This design comes from an exercise in tuning for a short achievable clock period and few clock cycles per item on the open sky130 flow, not from production work.
In this exercise RTL edits were held to simulation tests only and were not proved equivalent to the original.
Power is estimated from default activity; no workload was simulated.

File: design/flow/run.sh
#!/bin/bash
# synth_recipe.tcl (not shown) runs the flow's synth.tcl, then flattens the netlist and writes it again
# the make line also repeats each setting of config.mk as NAME=value (left out here)
make -C /OpenROAD-flow-scripts/flow DESIGN_CONFIG=/design/flow/config.mk WORK_HOME=/design/flow/orfs CLKGATE_MAP_FILE= SYNTH_SCRIPT=/design/flow/synth_recipe.tcl finish
File: design/flow/config.mk
export PLATFORM = sky130hd
export DESIGN_NAME = mipsCore
export DESIGN_NICKNAME = mipsCore
export VERILOG_FILES = /design/flow/design.v
export SDC_FILE = /design/flow/constraint.sdc
export NUM_CORES = 4
export LEC_CHECK = 0
export ABC_CLOCK_PERIOD_IN_PS = 2500
export CAP_MARGIN = 20
export CORE_MARGIN = 2
export CORE_UTILIZATION = 30
export SETUP_SLACK_MARGIN = 4.6
export SLEW_MARGIN = 20
File: design/flow/constraint.sdc
create_clock -name core_clock -period 8.0 [get_ports {clk}]
set_input_delay 1.6000 -clock core_clock [delete_from_list [all_inputs] [get_ports {clk}]]
set_output_delay 1.6000 -clock core_clock [all_outputs]
set_load 0.01 [all_outputs]
File: design/flow/design.v
`default_nettype none
package mipsPkg;
	localparam int DataWidth = 32;
	localparam int RegAddrWidth = 5;
	localparam int RegCount = 32;
	localparam int ShamtWidth = 5;
	localparam int OpcodeMsb = 31;
	localparam int OpcodeLsb = 26;
	localparam int RsMsb = 25;
	localparam int RsLsb = 21;
	localparam int RtMsb = 20;
	localparam int RtLsb = 16;
	localparam int RdMsb = 15;
	localparam int RdLsb = 11;
	localparam int ShamtMsb = 10;
	localparam int ShamtLsb = 6;
	localparam int FunctMsb = 5;
	localparam int FunctLsb = 0;
	localparam int ImmMsb = 15;
	localparam int ImmLsb = 0;
	typedef logic [DataWidth-1:0] word_t;
	typedef logic [RegAddrWidth-1:0] regAddr_t;
	localparam logic [5:0] OpRType = 6'b000000;
	localparam logic [5:0] OpAddi  = 6'b001000;
	localparam logic [5:0] FnSll = 6'b000000;
	localparam logic [5:0] FnSrl = 6'b000010;
	localparam logic [5:0] FnSra = 6'b000011;
	localparam logic [5:0] FnAdd = 6'b100000;
	localparam logic [5:0] FnSub = 6'b100010;
	localparam logic [5:0] FnAnd = 6'b100100;
endpackage
`default_nettype wire
`timescale 1ns/1ps
`default_nettype none
module regFile (
	input logic clk,
	input logic clear,
	input logic [mipsPkg::RegCount-1:1] selA,
	input logic [mipsPkg::RegCount-1:1] selB,
	output mipsPkg::word_t rdDataA,
	output mipsPkg::word_t rdDataB,
	input logic [mipsPkg::RegCount-1:1] wrEn,
	input mipsPkg::word_t wrData
);
	mipsPkg::word_t regs [1:mipsPkg::RegCount-1];
	always_ff @(posedge clk) begin
		for (int i = 1; i < mipsPkg::RegCount; i++) begin
			if (clear)
				regs[i] <= '0;
			else if (wrEn[i])
				regs[i] <= wrData;
		end
	end
	always_comb begin
		rdDataA = '0;
		rdDataB = '0;
		for (int i = 1; i < mipsPkg::RegCount; i++) begin
			rdDataA = rdDataA | ({mipsPkg::DataWidth{selA[i]}} & regs[i]);
			rdDataB = rdDataB | ({mipsPkg::DataWidth{selB[i]}} & regs[i]);
		end
	end
endmodule
`default_nettype wire
`timescale 1ns/1ps
`default_nettype none
module aluUnit (
	input logic selSum,
	input logic selAnd,
	input logic selShl,
	input logic selShr,
	input logic cin,
	input mipsPkg::word_t a,
	input mipsPkg::word_t b,
	input mipsPkg::word_t shl,
	input mipsPkg::word_t shr,
	output mipsPkg::word_t result
);
	logic [mipsPkg::DataWidth:0] sum;
	assign sum = {a, 1'b1} + {b, cin};  
	assign result = ({mipsPkg::DataWidth{selSum}} & sum[mipsPkg::DataWidth:1])
		| ({mipsPkg::DataWidth{selAnd}} & (a & b))
		| ({mipsPkg::DataWidth{selShl}} & shl)
		| ({mipsPkg::DataWidth{selShr}} & shr);
endmodule
`default_nettype wire
`timescale 1ns/1ps
`default_nettype none
module shiftUnit (
	input logic fill,
	input mipsPkg::word_t value,
	input logic [1:0] amountHi,
	input mipsPkg::word_t preL,
	input mipsPkg::word_t preR,
	input logic [2:0] amountLo,
	input logic fillLo,
	output mipsPkg::word_t outPreL,
	output mipsPkg::word_t outPreR,
	output mipsPkg::word_t shl,
	output mipsPkg::word_t shr
);
	logic [2*mipsPkg::DataWidth-1:0] wideR;
	logic [2*mipsPkg::DataWidth-1:0] wideR2;
	assign outPreL = value << {amountHi, 3'b000};
	assign wideR = {{mipsPkg::DataWidth{fill}}, value} >> {amountHi, 3'b000};
	assign outPreR = wideR[mipsPkg::DataWidth-1:0];
	assign shl = preL << amountLo;
	assign wideR2 = {{mipsPkg::DataWidth{fillLo}}, preR} >> amountLo;
	assign shr = wideR2[mipsPkg::DataWidth-1:0];
endmodule
`default_nettype wire
`timescale 1ns/1ps
`default_nettype none
module datapath (
	input logic clk,
	input logic reset,
	input mipsPkg::word_t ir,
	input logic take,
	input logic [mipsPkg::RegCount-1:1] selA,
	input logic [mipsPkg::RegCount-1:1] selB,
	input logic [mipsPkg::RegCount-1:1] selDest,
	input mipsPkg::regAddr_t dest,
	input logic valid,
	input logic isAddi,
	input logic isShift,
	input logic isSub,
	input logic isAnd,
	input logic shiftLeft,
	input logic shiftArith,
	output logic regWrite,
	output mipsPkg::regAddr_t regWrAddr,
	output mipsPkg::word_t regWrData
);
	mipsPkg::word_t rdDataA;
	mipsPkg::word_t rdDataB;
	mipsPkg::word_t immExt;
	mipsPkg::word_t preL;
	mipsPkg::word_t preR;
	logic clear;
	logic exValid;
	logic [mipsPkg::RegCount-1:1] exWe;
	logic exSelSum;
	logic exSelAnd;
	logic exSelShl;
	logic exSelShr;
	logic exCin;
	logic exFill;
	logic [2:0] exAmountLo;
	mipsPkg::regAddr_t exDest;
	mipsPkg::word_t exA;
	mipsPkg::word_t exB;
	mipsPkg::word_t exPreL;
	mipsPkg::word_t exPreR;
	mipsPkg::word_t shl;
	mipsPkg::word_t shr;
	mipsPkg::word_t result;
	always_ff @(posedge clk)
		clear <= reset;
	regFile u_regFile (
		.clk(clk),
		.clear(clear),
		.selA(selA),
		.selB(selB),
		.rdDataA(rdDataA),
		.rdDataB(rdDataB),
		.wrEn(exWe),
		.wrData(result)
	);
	assign immExt = {{(mipsPkg::DataWidth - mipsPkg::ImmMsb - 1){ir[mipsPkg::ImmMsb]}}, ir[mipsPkg::ImmMsb:mipsPkg::ImmLsb]};
	shiftUnit u_shiftUnit (
		.fill(shiftArith && rdDataB[mipsPkg::DataWidth-1]),
		.value(rdDataB),
		.amountHi(ir[mipsPkg::ShamtMsb:mipsPkg::ShamtMsb-1]),
		.preL(exPreL),
		.preR(exPreR),
		.amountLo(exAmountLo),
		.fillLo(exFill),
		.outPreL(preL),
		.outPreR(preR),
		.shl(shl),
		.shr(shr)
	);
	always_ff @(posedge clk) begin
		if (reset) begin
			exValid <= 1'b0;
			exWe <= '0;
		end else begin
			exValid <= take && valid;
			exWe <= (take && valid) ? selDest : '0;
		end
		exSelSum <= !isShift && !isAnd;
		exSelAnd <= isAnd;
		exSelShl <= isShift && shiftLeft;
		exSelShr <= isShift && !shiftLeft;
		exCin <= isSub;
		exFill <= shiftArith && rdDataB[mipsPkg::DataWidth-1];
		exAmountLo <= ir[mipsPkg::ShamtLsb+2:mipsPkg::ShamtLsb];
		exDest <= dest;
		exA <= rdDataA;
		exB <= isAddi ? immExt : (isSub ? ~rdDataB : rdDataB);
		exPreL <= preL;
		exPreR <= preR;
	end
	aluUnit u_aluUnit (
		.selSum(exSelSum),
		.selAnd(exSelAnd),
		.selShl(exSelShl),
		.selShr(exSelShr),
		.cin(exCin),
		.a(exA),
		.b(exB),
		.shl(shl),
		.shr(shr),
		.result(result)
	);
	always_ff @(posedge clk) begin
		if (reset)
			regWrite <= 1'b0;
		else
			regWrite <= exValid;
		regWrAddr <= exDest;
		regWrData <= result;
	end
endmodule
`default_nettype wire
`timescale 1ns/1ps
`default_nettype none
module controlFsm (
	input logic clk,
	input logic reset,
	input logic instrReq,
	output logic instrAck,
	input mipsPkg::word_t instr,
	output mipsPkg::word_t ir,
	output logic take,                             
	output logic [mipsPkg::RegCount-1:1] selA,     
	output logic [mipsPkg::RegCount-1:1] selB,     
	output logic [mipsPkg::RegCount-1:1] selDest,  
	output mipsPkg::regAddr_t dest,
	output logic valid,     
	output logic isAddi,
	output logic isShift,
	output logic isSub,
	output logic isAnd,
	output logic shiftLeft,
	output logic shiftArith
);
	logic reqD;
	logic reqDD;
	assign instrAck = instrReq;
	logic [5:0] opcode;
	logic [5:0] funct;
	logic dValid;
	logic dAddi;
	logic dShift;
	logic dSub;
	logic dAnd;
	mipsPkg::regAddr_t dDest;
	assign opcode = instr[mipsPkg::OpcodeMsb:mipsPkg::OpcodeLsb];
	assign funct = instr[mipsPkg::FunctMsb:mipsPkg::FunctLsb];
	always_comb begin
		dValid = 1'b0;
		dAddi = 1'b0;
		dShift = 1'b0;
		dSub = 1'b0;
		dAnd = 1'b0;
		if (opcode == mipsPkg::OpAddi) begin
			dValid = 1'b1;
			dAddi = 1'b1;
		end else if (opcode == mipsPkg::OpRType) begin
			case (funct)
				mipsPkg::FnAdd: dValid = 1'b1;
				mipsPkg::FnSub: begin dValid = 1'b1; dSub = 1'b1; end
				mipsPkg::FnAnd: begin dValid = 1'b1; dAnd = 1'b1; end
				mipsPkg::FnSll, mipsPkg::FnSrl, mipsPkg::FnSra: begin
					dValid = 1'b1;
					dShift = 1'b1;
				end
				default: dValid = 1'b0;
			endcase
		end
		dDest = dAddi ? instr[mipsPkg::RtMsb:mipsPkg::RtLsb] : instr[mipsPkg::RdMsb:mipsPkg::RdLsb];
	end
	always_ff @(posedge clk) begin
		if (reset) begin
			reqD <= 1'b0;
			reqDD <= 1'b0;
		end else begin
			reqD <= instrReq;
			reqDD <= reqD;
		end
		ir <= instr;
		valid <= dValid;
		isAddi <= dAddi;
		isShift <= dShift;
		isSub <= dSub;
		isAnd <= dAnd;
		shiftLeft <= (funct[1:0] == 2'b00);
		shiftArith <= funct[0];
		dest <= dDest;
		for (int i = 1; i < mipsPkg::RegCount; i++) begin
			selA[i] <= (instr[mipsPkg::RsMsb:mipsPkg::RsLsb] == mipsPkg::RegAddrWidth'(i));
			selB[i] <= (instr[mipsPkg::RtMsb:mipsPkg::RtLsb] == mipsPkg::RegAddrWidth'(i));
			selDest[i] <= (dDest == mipsPkg::RegAddrWidth'(i));
		end
	end
	assign take = reqD && !reqDD;
endmodule
`default_nettype wire
`timescale 1ns/1ps
`default_nettype none
module mipsCore (
	input logic clk,
	input logic reset,
	input logic instrReq,
	input mipsPkg::word_t instr,
	output logic instrAck,
	output logic regWrite,
	output mipsPkg::regAddr_t regWrAddr,
	output mipsPkg::word_t regWrData
);
	mipsPkg::word_t ir;
	logic take;
	logic [mipsPkg::RegCount-1:1] selA;
	logic [mipsPkg::RegCount-1:1] selB;
	logic [mipsPkg::RegCount-1:1] selDest;
	mipsPkg::regAddr_t dest;
	logic valid;
	logic isAddi;
	logic isShift;
	logic isSub;
	logic isAnd;
	logic shiftLeft;
	logic shiftArith;
	controlFsm u_controlFsm (
		.clk(clk),
		.reset(reset),
		.instrReq(instrReq),
		.instrAck(instrAck),
		.instr(instr),
		.ir(ir),
		.take(take),
		.selA(selA),
		.selB(selB),
		.selDest(selDest),
		.dest(dest),
		.valid(valid),
		.isAddi(isAddi),
		.isShift(isShift),
		.isSub(isSub),
		.isAnd(isAnd),
		.shiftLeft(shiftLeft),
		.shiftArith(shiftArith)
	);
	datapath u_datapath (
		.clk(clk),
		.reset(reset),
		.ir(ir),
		.take(take),
		.selA(selA),
		.selB(selB),
		.selDest(selDest),
		.dest(dest),
		.valid(valid),
		.isAddi(isAddi),
		.isShift(isShift),
		.isSub(isSub),
		.isAnd(isAnd),
		.shiftLeft(shiftLeft),
		.shiftArith(shiftArith),
		.regWrite(regWrite),
		.regWrAddr(regWrAddr),
		.regWrData(regWrData)
	);
endmodule
`default_nettype wire
==> run_results.csv, run 1 <==
group,metric,value,unit
placed_design,postPlaceCellArea,0.0604,mm^2
critical_path,worstPathMaxFanout,23,
placed_design,place_congestion,0.999,
route,drcViolationCount,0,
critical_path,rrSetupSlack,4.53,ns
finish,syn_to_final_growth,15.1,%
timing,fin_setup_tns,0,ns
pwr,internal-power,0.0107,W
pwr,power_frac_clock,49.7,%
critical_path,rr_endpoint,"u_datapath.exPreL[16]$_DFF_P_",
global_routing,grt_pass1_wl,409,mm
critical_path,worstSetupPathType,"flip-flop to flip-flop",
timing,slew_viol_final,0,
timing,max_freq,288,MHz
global_routing,track_usage,28.9,%
clock_network,holdBufCountCts,0,
timing,whs,0.327,ns
synth,ys_warn_count,4,
route,viasPerCell,6.73,
critical_path,worstSetupEndpoint,"u_datapath.exPreL[16]$_DFF_P_",
floorplanning,die-area,0.196,mm^2
timing,hold_viol,0,
critical_path,rr_startpoint,"u_controlFsm.selB[2]$_DFF_P_",
route,routed_wl,299,mm
finish,drive_above_1_share,12.0,%
floorplanning,core,0.191,mm^2
pwr,power_density,214,mW/mm^2
route,vias,58500,
synth,syn_area,0.0576,mm^2
route,wl_per_cell,34.4,um
pwr,switching_share,24.2,%
finish,fin_area,0.0663,mm^2
placed_design,place.detailed.hpwl,161,mm
clock_network,cts-root-buf,"clkbuf_16",
clock_network,cts_buffers,146,
timing,min_period,3.47,ns
synth,ys_seq_area_share,46.1,%
clock_network,cts.reportedPaths.clkPinSlew,0.06,ns
critical_path,start_kind,"flip-flop",
global_routing,grt_max_degree,220,
synth,ys_ff_latch,1327,
pwr,combPwrFrac,3.2,%
synth,async_reset_ff_share,0,%
critical_path,worstPathRequired,8.72,ns
placed_design,port_buffers,73,
timing,finClkSkew,0.0722,ns
route,first_pass_iters,12,
floorplanning,num_rows,160,
critical_path,reg2regPathDepth,7,
worst_hold_path,min_path_type,"flip-flop to flip-flop",
floorplanning,die_y,442,um
synth,synthFlopType,"dfxtp_1",
timing,fin_crit_sh,43.4,%
floorplanning,start_util,30.2,%
pwr,power_switching,0.00343,W
timing,worst_slew_pin_slew,1.42,ns
timing,relSlewSlack,5.42,%
route,final_antenna_net_count,0,
global_routing,antenna_found_initial,21,
clock_network,cts_tree,"yes",
synth,avgSynthCellArea,9.07,um^2
clock_network,insertion_delay,0.84,ns
route,drt_iter0_drc,13400,
synth,synth_edf_count,0,
timing,setup_viol,0,
pwr,ir_drop,234,uV
synth,synth_fp_nets,6420,
timing,rsz0062_at_grt,"yes",
pwr,p_leak,21.9,nW
synth,ys_types,78,
floorplanning,die_x,442,um
synth,syn_inst,6352,
critical_path,startpoint,"u_controlFsm.selB[2]$_DFF_P_",
status,outcome,"no timing/DRC/antenna violations",
global_routing,gr-total-overflow,0,
critical_path,endpoint_kind,"flip-flop",
critical_path,arrival,4.19,ns
pwr,pwr-share-seq,47.1,%
floorplanning,ios,74,
global_routing,grt_pass1_vias,52900,
finish,nets,6122,
flow_run,maxCapViolations,0,
clock_network,htreeDepth,4,
clock_network,clock_path_buffers,3,
clock_network,cts.sinks,1327,
## per-stage QoR
step,power (W),setup WS [ns],cells,util [%]
floorplan,0.00704,4.68,6352,-
global placement,0.00723,3.78,8375,31.7
detailed placement,0.00723,3.78,8375,31.7
CTS,0.0141,4.42,8659,34.6
global route,0.0145,4.56,8675,34.8
finish,0.0142,4.53,8694,34.8
## timing repair
action	CTS	global route
pin swaps	14	11
buffers inserted	21	11
hold endpoints to repair	0	0
resized for setup	45	49
gates cloned	7	3
endpoints found under the setup margin	507	568
## metal layers
metal  global-route usage, %  vias up  routed length [um]
li1                        -    23500                   -
met1                    35.2    27600              106000
met2                    40.2     5594              117000
met3                    12.1     1846               46900
met4                    21.5       16               28900
met5                   0.342        -                 195
## worst min path at each step
| stage | from | to | slack (ns) | depth (start not counted) |
|---|---|---|---|---|
| after floorplan | u_controlFsm.dest[0]$_DFF_P_ | u_datapath.exDest[0]$_DFF_P_ | 0.31 | 0 |
| after global placement | u_datapath.exDest[4]$_DFF_P_ | u_datapath.regWrAddr[4]$_DFF_P_ | 0.31 | 0 |
| after detailed placement | u_datapath.exDest[1]$_DFF_P_ | u_datapath.regWrAddr[1]$_DFF_P_ | 0.31 | 0 |
| after CTS | u_datapath.exDest[1]$_DFF_P_ | u_datapath.regWrAddr[1]$_DFF_P_ | 0.33 | 0 |
| after global routing | u_datapath.exDest[3]$_DFF_P_ | u_datapath.regWrAddr[3]$_DFF_P_ | 0.33 | 0 |
| final | u_datapath.exDest[1]$_DFF_P_ | u_datapath.regWrAddr[1]$_DFF_P_ | 0.33 | 0 |
## synthesized netlist by cell type (8+ instances only)
cell type | count | area [um^2]
dfxtp_1 | 1327 | 26600
nor2_1 | 1109 | 4160
a211oi_1 | 920 | 6910
a22oi_1 | 636 | 4770
clkbuf_1 | 557 | 2090
nand3_1 | 217 | 1090
a221oi_1 | 140 | 1230
a22o_1 | 137 | 1200
mux2i_1 | 108 | 1080
nand2_1 | 107 | 402
o21ai_0 | 107 | 536
buf_1 | 87 | 327
a21oi_1 | 75 | 375
a222oi_1 | 74 | 741
nand4_1 | 67 | 419
or4_1 | 65 | 488
mux2_2 | 61 | 687
a211oi_2 | 59 | 738
buf_2 | 58 | 290
inv_1 | 54 | 203
and2_1 | 52 | 325
xnor2_1 | 46 | 403
a21o_1 | 42 | 315
ha_1 | 32 | 400
nor3b_1 | 32 | 240
nor3_1 | 18 | 90.1
mux4_2 | 13 | 293
nand2b_1 | 13 | 81.3
nor2b_1 | 12 | 75.1
a31oi_1 | 10 | 62.6
a21boi_0 | 9 | 67.6
o211ai_1 | 9 | 67.6
nand3b_1 | 8 | 60.1
## area by class of cell
class,count,area (um^2)
clock buffer,195,4160
fill,19400,124000
sequential,1327,26800
antenna,21,52.6
clock inverter,61,782
inverter,57,218
multi-input combinational,4267,28800
tap,2511,3140
timing repair buffer,255,2420
## power groups by stage
stage | Sequential (W) | Clock, W | Combinational, W
2_1_floorplan | 0.00680 | 0 | 0.000245
3_3_place_gp | 0.00682 | 0 | 0.000411
3_5_place_dp | 0.00682 | 0 | 0.000412
4_1_cts | 0.00667 | 0.00706 | 0.000416
5_1_grt | 0.00667 | 0.00734 | 0.000450
6_report | 0.00668 | 0.00704 | 0.000451
## sequential cells by signal, indices dropped and copies added (netlist names), 31 cells and up
name and flops:
u_controlFsm.selB 31, u_datapath.exPreR 32, u_datapath.u_regFile.regs 992, u_controlFsm.selA 31
u_controlFsm.selDest 31, u_datapath.exB 32, u_datapath.exA 32, u_datapath.exPreL 32
u_datapath.regWrData 32, u_datapath.exWe 31
## kinds of logic after synthesis
kind of cell | share of synthesized area (%)
buf+inv | 5.20
compound gates | 30.5
flops | 46.1
fa+ha+maj | 0.729
simple gates | 13.1
xor+xnor | 0.790
mux | 3.58
## cells in the final DEF (no fill, tap or decap), types with 60 or more instances in the layout
cell type / synthesis / final
dfxtp_1: 1327 / 1219
nor2_1: 1109 / 1107
a211oi_1: 920 / 915
a22oi_1: 636 / 636
nand3_1: 217 / 217
buf_4: 1 / 151
clkbuf_16: 0 / 150
a22o_1: 137 / 137
a221oi_1: 140 / 132
nand2_1: 107 / 106
o21ai_0: 107 / 106
mux2i_1: 108 / 106
dfxtp_2: 0 / 76
a222oi_1: 74 / 74
a21oi_1: 75 / 69
nand4_1: 67 / 67
clkdlybuf4s50_1: 0 / 67
or4_1: 65 / 64
a211oi_2: 59 / 61
mux2_2: 61 / 60
## worst max-delay path, cell delays in order, from the launching register on
cell and delay [ns]:
dfxtp_2 1.23, buf_4 0.62, a221oi_1 0.17, nand3_1 0.14, or4_1 0.59, nand2_1 0.16
a21boi_0 0.18, o21ai_0 0.26
Testbench counts, summed over its fixed seeds: cycles 16,016, instrs 8,000.
==> run 2: changes to the inputs <==
--- a/design/flow/config.mk
+++ b/design/flow/config.mk
@@ -9,5 +9,6 @@
 export CAP_MARGIN = 20
 export CORE_MARGIN = 2
 export CORE_UTILIZATION = 30
+export PLACE_DENSITY = 0.4
 export SETUP_SLACK_MARGIN = 4.6
 export SLEW_MARGIN = 20
==> run_results.csv, run 2 <==
group,metric,value,unit
critical_path,cp_common_cell,"nor2_1",
clock_network,holdBufCountCts,0,
pwr,internal-power,0.0109,W
synth,ys_top_cells_by_count,"dfxtp_1, nor2_1, a211oi_1, a22oi_1, clkbuf_1",
synth,syn_area,0.0576,mm^2
clock_network,cts-root-buf,"clkbuf_16",
worst_hold_path,min_path_type,"flip-flop to flip-flop",
synth,yosysTopAreaCellShare,46.1,%
synth,synth_edf_count,0,
floorplanning,start_util,30.2,%
pwr,ir_drop,183,uV
finish,nets,6141,
global_routing,gr-total-overflow,0,
synth,avgSynthCellArea,9.07,um^2
finish,top_register,"u_datapath.u_regFile.regs",
timing,worst_slew_pin_slew,1.29,ns
clock_network,cts_tree,"yes",
pwr,pwr-share-seq,46.3,%
finish,mostFrequentLayoutCells,"dfxtp_1, nor2_1, a211oi_1",
route,wl_per_cell,39.6,um
timing,slew_viol_final,0,
timing,min_period,3.47,ns
worst_hold_path,min_from,"u_datapath.exDest[2]$_DFF_P_",
critical_path,rr_endpoint,"u_datapath.exPreR[7]$_DFF_P_",
route,vias,57300,
synth,synthTopCellsByArea,"dfxtp_1, a211oi_1, a22oi_1, nor2_1, clkbuf_1",
worst_hold_path,whs_path_depth,0,
critical_path,crit_slowest_cell,"dfxtp_2",
timing,fin_setup_tns,0,ns
critical_path,reg2regPathDepth,9,
clock_network,htreeDepth,4,
synth,ys_types,78,
timing,hold_viol,0,
flow_run,maxCapViolations,0,
clock_network,clock_path_buffers,3,
pwr,p_leak,22.0,nW
timing,relSlewSlack,13.9,%
critical_path,start_kind,"flip-flop",
synth,yosys.area.top_type,"dfxtp_1",
synth,ys_seq_area_share,46.1,%
route,final_antenna_net_count,0,
finish,drive_above_1_share,12.3,%
route,first_pass_iters,10,
pwr,power_density,217,mW/mm^2
global_routing,grt_pass1_vias,52200,
floorplanning,num_rows,160,
pwr,power_frac_clock,50.5,%
pwr,power_switching,0.00359,W
timing,setup_viol,0,
critical_path,worstSetupPathType,"flip-flop to flip-flop",
critical_path,endpoint_kind,"flip-flop",
critical_path,arrival,4.17,ns
placed_design,postPlaceCellArea,0.0605,mm^2
synth,ys_warn_count,4,
placed_design,port_buffers,73,
timing,max_freq,289,MHz
global_routing,grt_pass1_wl,464,mm
clock_network,insertion_delay,0.84,ns
placed_design,place.detailed.hpwl,195,mm
finish,fin_area,0.0665,mm^2
synth,synth_fp_nets,6420,
floorplanning,die_y,442,um
worst_hold_path,hold_end,"u_datapath.regWrAddr[2]$_DFF_P_",
clock_network,cts_buffers,157,
floorplanning,die-area,0.196,mm^2
critical_path,path_buf_inv,1,
clock_network,cts.sinks,1327,
timing,finClkSkew,0.0374,ns
critical_path,rr_startpoint,"u_controlFsm.selB[20]$_DFF_P_",
floorplanning,core,0.191,mm^2
global_routing,track_usage,33.8,%
finish,largest_reg_flops,992,
global_routing,grt_max_degree,175,
finish,final_common_cell,"dfxtp_1",
pwr,combPwrFrac,3.2,%
placed_design,place_congestion,0.902,
critical_path,rrSetupSlack,4.53,ns
synth,syn_inst,6352,
floorplanning,ios,74,
synth,ys_ff_latch,1327,
critical_path,cp_cell_sequence,"buf_4 -> a22o_1 -> a221oi_1 -> nand3_1 -> or4_1 -> nor2_1 -> a31oi_1 -> nor2_1 -> a21oi_1",
status,outcome,"no timing/DRC/antenna violations",
route,routed_wl,345,mm
critical_path,slowest_delay,0.90,ns
route,viasPerCell,6.58,
timing,rsz0062_at_grt,"yes",
global_routing,antenna_found_initial,28,
clock_network,cts.reportedPaths.clkPinSlew,0.06,ns
critical_path,critPathTopFamily,"flip-flops",
timing,fin_crit_sh,43.3,%
floorplanning,die_x,442,um
critical_path,worstPathRequired,8.70,ns
synth,async_reset_ff_share,0,%
pwr,switching_share,24.8,%
route,drcViolationCount,0,
critical_path,worstPathMaxFanout,20,
synth,synthFlopType,"dfxtp_1",
finish,syn_to_final_growth,15.4,%
synth,yosysMostFrequentCell,"dfxtp_1",
route,drt_iter0_drc,10000,
[run 2: cell type report]
type	count	area, um^2
Inverter	57	214
Clock inverter	45	586
Timing Repair Buffer	267	2460
Multi-Input combinational cell	4263	28700
Antenna cell	16	40.0
Fill cell	19500	124000
Sequential cell	1327	26800
Tap cell	2511	3140
Clock buffer	228	4530
[run 2: what timing repair did]
action                     4_1_cts  5_1_grt
resized for setup               48       51
pin swaps                       17       14
cloned                           5        1
setup endpoints to repair      586      572
setup buffers                   17       14
[run 2: logic make-up after synthesis]
kind of cell	count (synthesis)	share of synthesized area, %
AO/OA/AOI/OAI	2274	30.5
XOR/XNOR	52	0.790
adder cells (fa/ha/maj)	33	0.729
buffers and inverters	766	5.20
flip-flops	1327	46.1
multiplexers	182	3.58
AND/OR/NAND/NOR	1718	13.1
[run 2: worst max-delay path by stage]
stage                             startpoint  slack [ns]  cells past startpoint                                             end
6_report       u_controlFsm.selB[20]$_DFF_P_        4.53                      9                    u_datapath.exPreR[7]$_DFF_P_
5_1_grt            u_datapath.exB[3]$_DFF_P_        4.58                     14  u_datapath.u_regFile.regs[12][29]$_SDFFE_PP0P_
3_5_place_dp                        instrReq        3.80                      2                                        instrAck
4_1_cts                             instrReq        4.50                      2                                        instrAck
3_3_place_gp                       instr[26]        3.74                      8                u_controlFsm.selDest[20]$_DFF_P_
2_1_floorplan                       instrReq        4.68                      1                                        instrAck
[run 2: per-stage QoR]
step	total power (W)	instances	hold slack (ns)	setup WS (ns)	utilization, %
6_report	0.0145	8714	0.331	4.53	34.9
5_1_grt	0.0148	8699	0.336	4.58	34.9
4_1_cts	0.0145	8683	0.331	4.50	34.7
3_5_place_dp	0.00727	8388	0.318	3.80	31.8
3_3_place_gp	0.00727	8388	0.314	3.74	31.8
2_1_floorplan	0.00704	6352	0.310	4.68	-
[run 2: worst reg2reg max path, cell delays in order (launching register included)]
cell and delay, ns:
dfxtp_2 0.90, buf_4 0.74, a22o_1 0.29, a221oi_1 0.05, nand3_1 0.14, or4_1 0.45, nor2_1 0.09, a31oi_1 0.25
nor2_1 0.10, a21oi_1 0.32
[run 2: power groups by stage]
| stage | combinational [W] | clock [W] | sequential, W |
|---|---|---|---|
| 2_1_floorplan | 0.000245 | 0 | 0.00680 |
| 3_3_place_gp | 0.000440 | 0 | 0.00683 |
| 3_5_place_dp | 0.000439 | 0 | 0.00683 |
| 4_1_cts | 0.000444 | 0.00737 | 0.00669 |
| 5_1_grt | 0.000473 | 0.00764 | 0.00669 |
| 6_report | 0.000469 | 0.00730 | 0.00669 |
[run 2: routing by layer]
layer / routed length [um] / track usage (%)
met1: 146000 / 46.4
met2: 143000 / 48.8
met3: 38000 / 9.41
met4: 17800 / 15.6
met5: 100 / 0

## re-timing with driven ports
No port has a modelled driver above. Below, the same layouts with a new extraction and two added sets of constraints. Step 1 assumes that a clkbuf_16 drives the clock port and a buf_2 every other input. Step 2, shift: input delay + t, output delay - t, t = (earliest + latest rising clock arrival at the registers) / 2. This alone moves slack from input paths to output paths. Slacks: ideal ports / drivers / drivers and shift; pairs: ideal ports / drivers.
run	t, ns	setup WS [ns]	worst slew at a driven data input, ns	cell pins on the clock port's net
run 1	0.899	4.528 / 4.528 / 4.048	0.06	1
run 2	0.907	4.535 / 4.535 / 3.950	0.04	1
After both steps every run listed still meets setup and hold. The setup slack of run 2, which loses most, moves by 0.000 ns with the drivers and by -0.585 ns with both steps.
